Context: an optimization exercise on an open-source flow, tuned for small area. The choices shown serve that exercise and are no tape-out recipe.
The RTL was checked by simulation tests, not by an equivalence proof against the original design.
Power and IR drop assume default switching activity.

oak:
## rx_mac_top
module rx_mac_top (
	input  wire                clk,
	input  wire                reset_,
	input  wire  [1:0]         speed,        
	input  wire                init_done,
	input  wire  [287:0]       rx_in,        
	output logic [287:0]       rx_out,       
	output logic               x_we,
	output logic               x_bcnt_we,
	output logic [31:0]        x_byte_cnt,   
	output logic               linkup
);
For scale: ~330 flip-flops, roughly 620 I/O pins.
clock: 4.0 ns
lec_check: 0
cap_margin: 0
core_margin: 2
core_utilization: 40
gpl_timing_driven: 0
place_density: 0.6
slew_margin: 0
standard.sh (not shown) runs the stock make flow with config.mk's settings and CLKGATE_MAP_FILE= SYNTH_SCRIPT=/design/flow/synth_recipe.tcl, a recipe that flattens the netlist after the stock synthesis.
==> flow/flow/run.sh <==
#!/bin/bash
# layout flow: the standard flow with three changes
#  - synthesis maps the logic between the registers with an area-oriented ABC
#    script (flow/area.abc); the registers are mapped as in the standard flow
#  - the port buffers, and the buffers synthesis puts on constant outputs,
#    are the smallest buffer
#  - the clock tree uses larger sink clusters and no dummy loads
set -e
W=$PWD
{
	cat <<'EOT'
proc abc {args} {
  set i [lsearch -exact $args -script]
  if { $i >= 0 } {
    set args [lreplace $args [expr {$i + 1}] [expr {$i + 1}] $::env(MY_ABC_SCRIPT)]
  }
  yosys abc {*}$args
}
EOT
	cat synth_recipe.tcl
} > my_synth.tcl
sed -e "s#SYNTH_SCRIPT=[^ ]*#SYNTH_SCRIPT=$W/my_synth.tcl 'MIN_BUF_CELL_AND_PORTS=sky130_fd_sc_hd__buf_1 A X'#" standard.sh > my_standard.sh
export MY_ABC_SCRIPT=$W/flow/area.abc
export BUFFER_PORTS_ARGS="-buffer_cell sky130_fd_sc_hd__buf_1"
export CTS_ARGS="-sink_clustering_enable -repair_clock_nets -sink_clustering_size 16 -sink_clustering_max_diameter 100 -buf_list {sky130_fd_sc_hd__clkbuf_4 sky130_fd_sc_hd__clkbuf_8} -dont_use_dummy_load"
bash my_standard.sh > standard.log 2>&1
==> flow/flow/area.abc <==
strash
&get -n
&st
&syn2
&dch -f
&nf -R 30 -p
&st
&syn2
&dch -f
&nf -R 30 -p
&put
topo
dnsize -c
Inputs modified between oak and pine:
diff --git a/flow/flow/run.sh b/flow/flow/run.sh
--- a/flow/flow/run.sh
+++ b/flow/flow/run.sh
@@ -23,4 +23,4 @@
 export MY_ABC_SCRIPT=$W/flow/area.abc
 export BUFFER_PORTS_ARGS="-buffer_cell sky130_fd_sc_hd__buf_1"
-export CTS_ARGS="-sink_clustering_enable -repair_clock_nets -sink_clustering_size 16 -sink_clustering_max_diameter 100 -buf_list {sky130_fd_sc_hd__clkbuf_4 sky130_fd_sc_hd__clkbuf_8} -dont_use_dummy_load"
+export CTS_ARGS="-sink_clustering_enable -repair_clock_nets -sink_clustering_size 24 -sink_clustering_max_diameter 100 -buf_list {sky130_fd_sc_hd__clkbuf_8 sky130_fd_sc_hd__clkbuf_16} -dont_use_dummy_load"
 bash my_standard.sh > standard.log 2>&1
==> flow/flow/area.abc <==
strash
&get -n
&st
&syn2
&dch -f
&nf -a -R 30
&st
&syn2
&dch -f
&nf -a -R 30
&put
topo
dnsize -c
Results
~same placed instance area in oak and pine. When pine is set beside oak, its power turns out to be 2.1% larger. oak → pine: power consumed by combinational cells decreased about 3%; cell count essentially unchanged; core occupancy in the finished layout essentially unchanged; final worst setup slack increased 0.060 ns. [pine] vias after detailed routing fell 90 relative to oak.
Changes in birch relative to pine:
diff --git a/flow/flow/run.sh b/flow/flow/run.sh
--- a/flow/flow/run.sh
+++ b/flow/flow/run.sh
@@ -23,4 +23,4 @@
 export MY_ABC_SCRIPT=$W/flow/area.abc
 export BUFFER_PORTS_ARGS="-buffer_cell sky130_fd_sc_hd__buf_1"
-export CTS_ARGS="-sink_clustering_enable -repair_clock_nets -sink_clustering_size 24 -sink_clustering_max_diameter 100 -buf_list {sky130_fd_sc_hd__clkbuf_8 sky130_fd_sc_hd__clkbuf_16} -dont_use_dummy_load"
+export CTS_ARGS="-sink_clustering_enable -repair_clock_nets -sink_clustering_size 16 -sink_clustering_max_diameter 100 -buf_list {sky130_fd_sc_hd__clkbuf_4 sky130_fd_sc_hd__clkbuf_8} -dont_use_dummy_load"
 bash my_standard.sh > standard.log 2>&1
==> flow/flow/area.abc <==
strash
&get -n
&st
&syn2
&dch -f
&nf -a -R 0
&st
&syn2
&dch -f
&nf -a -R 0
&put
topo
dnsize -c
Summary of birch over pine: inverter count of the layout excluding clock inverters picked up an extra 1, number of instances in the synthesized netlist went up, critical path's largest stage delay went up by 0.18 ns. The area of all placed cells without fillers of birch falls short of that of pine by 0.55%. Between birch and pine, it is birch whose portion of the clock cycle consumed by the worst path in the final layout is higher, by 2.2 points.
Here is what was changed in the inputs of maple compared with birch.
diff --git a/flow/flow/run.sh b/flow/flow/run.sh
--- a/flow/flow/run.sh
+++ b/flow/flow/run.sh
@@ -1,4 +1,4 @@
 #!/bin/bash
-# layout flow: the standard flow with three changes
+# layout flow: the standard flow with these changes
 #  - synthesis maps the logic between the registers with an area-oriented ABC
 #    script (flow/area.abc); the registers are mapped as in the standard flow
@@ -6,4 +6,5 @@
 #    are the smallest buffer
 #  - the clock tree uses larger sink clusters and no dummy loads
+#  - one tie cell drives all the constant outputs' buffers
 set -e
 W=$PWD
@@ -20,5 +21,5 @@
 	cat synth_recipe.tcl
 } > my_synth.tcl
-sed -e "s#SYNTH_SCRIPT=[^ ]*#SYNTH_SCRIPT=$W/my_synth.tcl 'MIN_BUF_CELL_AND_PORTS=sky130_fd_sc_hd__buf_1 A X'#" standard.sh > my_standard.sh
+sed -e "s#SYNTH_SCRIPT=[^ ]*#SYNTH_SCRIPT=$W/my_synth.tcl 'MIN_BUF_CELL_AND_PORTS=sky130_fd_sc_hd__buf_1 A X' SKIP_REPAIR_TIE_FANOUT=1#" standard.sh > my_standard.sh
 export MY_ABC_SCRIPT=$W/flow/area.abc
 export BUFFER_PORTS_ARGS="-buffer_cell sky130_fd_sc_hd__buf_1"
==> flow/flow/area.abc <==
strash
&get -n
&st
&syn2
&dch -f
&nf -a -R 30
&st
&syn2
&dch -f
&nf -a -R 30
&put
topo
dnsize -c
### Flow results
In maple, final area is lower than in birch. On utilization, birch and maple are basically level. The routed wire length of birch and that of maple are within noise of each other. [compare] base=birch new=maple: total power neither gained nor lost much, number of placed cells counting well taps decreased by 18 relative to the old numbers.
Edits applied to the flow inputs when going from maple to cedar:
diff --git a/flow/flow/run.sh b/flow/flow/run.sh
--- a/flow/flow/run.sh
+++ b/flow/flow/run.sh
@@ -1,4 +1,4 @@
 #!/bin/bash
-# layout flow: the standard flow with these changes
+# layout flow: the standard flow with three changes
 #  - synthesis maps the logic between the registers with an area-oriented ABC
 #    script (flow/area.abc); the registers are mapped as in the standard flow
@@ -6,5 +6,4 @@
 #    are the smallest buffer
 #  - the clock tree uses larger sink clusters and no dummy loads
-#  - one tie cell drives all the constant outputs' buffers
 set -e
 W=$PWD
@@ -21,5 +20,5 @@
 	cat synth_recipe.tcl
 } > my_synth.tcl
-sed -e "s#SYNTH_SCRIPT=[^ ]*#SYNTH_SCRIPT=$W/my_synth.tcl 'MIN_BUF_CELL_AND_PORTS=sky130_fd_sc_hd__buf_1 A X' SKIP_REPAIR_TIE_FANOUT=1#" standard.sh > my_standard.sh
+sed -e "s#SYNTH_SCRIPT=[^ ]*#SYNTH_SCRIPT=$W/my_synth.tcl 'MIN_BUF_CELL_AND_PORTS=sky130_fd_sc_hd__buf_1 A X'#" standard.sh > my_standard.sh
 export MY_ABC_SCRIPT=$W/flow/area.abc
 export BUFFER_PORTS_ARGS="-buffer_cell sky130_fd_sc_hd__buf_1"
[summary]
cedar: flow completed, timing, DRC and antenna clean. Relative to maple, the final cell utilization of the core of cedar is higher by 0.17 points. Share of total power consumed by net switching: cedar vs maple — no meaningful difference. Changes observed in cedar relative to maple: share of the clock period used by the worst path now sits lower; clock distribution power closely matched the old numbers; overall power of the completed layout ~0 delta.

[afterwards: timing with drivers on the ports]
How much do the figures lean on ideal ports? The routed layouts below were timed once more, with nothing changed but the port constraints.
Step 1: set_driving_cell puts a clkbuf_16 on clk and a buf_2 on each other input, an assumption about the parent block.
Step 2 also shifts input and output timing later by t, the mid clock arrival at the registers, as if the neighbouring blocks saw the same clock.
Three values: ideal ports, drivers, drivers and shift; two values: the first two.
run	t (ns)	setup slack, ns	worst register clock-pin slew, ns	worst data-port slew with drivers (ns)
oak	0.607	0.277 / 0.271 / -0.336	0.11 / 0.11	0.11
pine	0.552	0.337 / 0.346 / -0.206	0.10 / 0.10	0.11
birch	0.613	0.250 / 0.260 / -0.353	0.11 / 0.11	0.10
maple	0.580	0.294 / 0.286 / -0.294	0.10 / 0.10	0.12
cedar	0.597	0.311 / 0.313 / -0.284	0.12 / 0.12	0.11
Met with ideal ports but missed after step 2: setup timing in every run listed. For oak, which loses most, drivers alone change the setup slack by -0.006 ns; drivers and shift together by -0.613 ns.
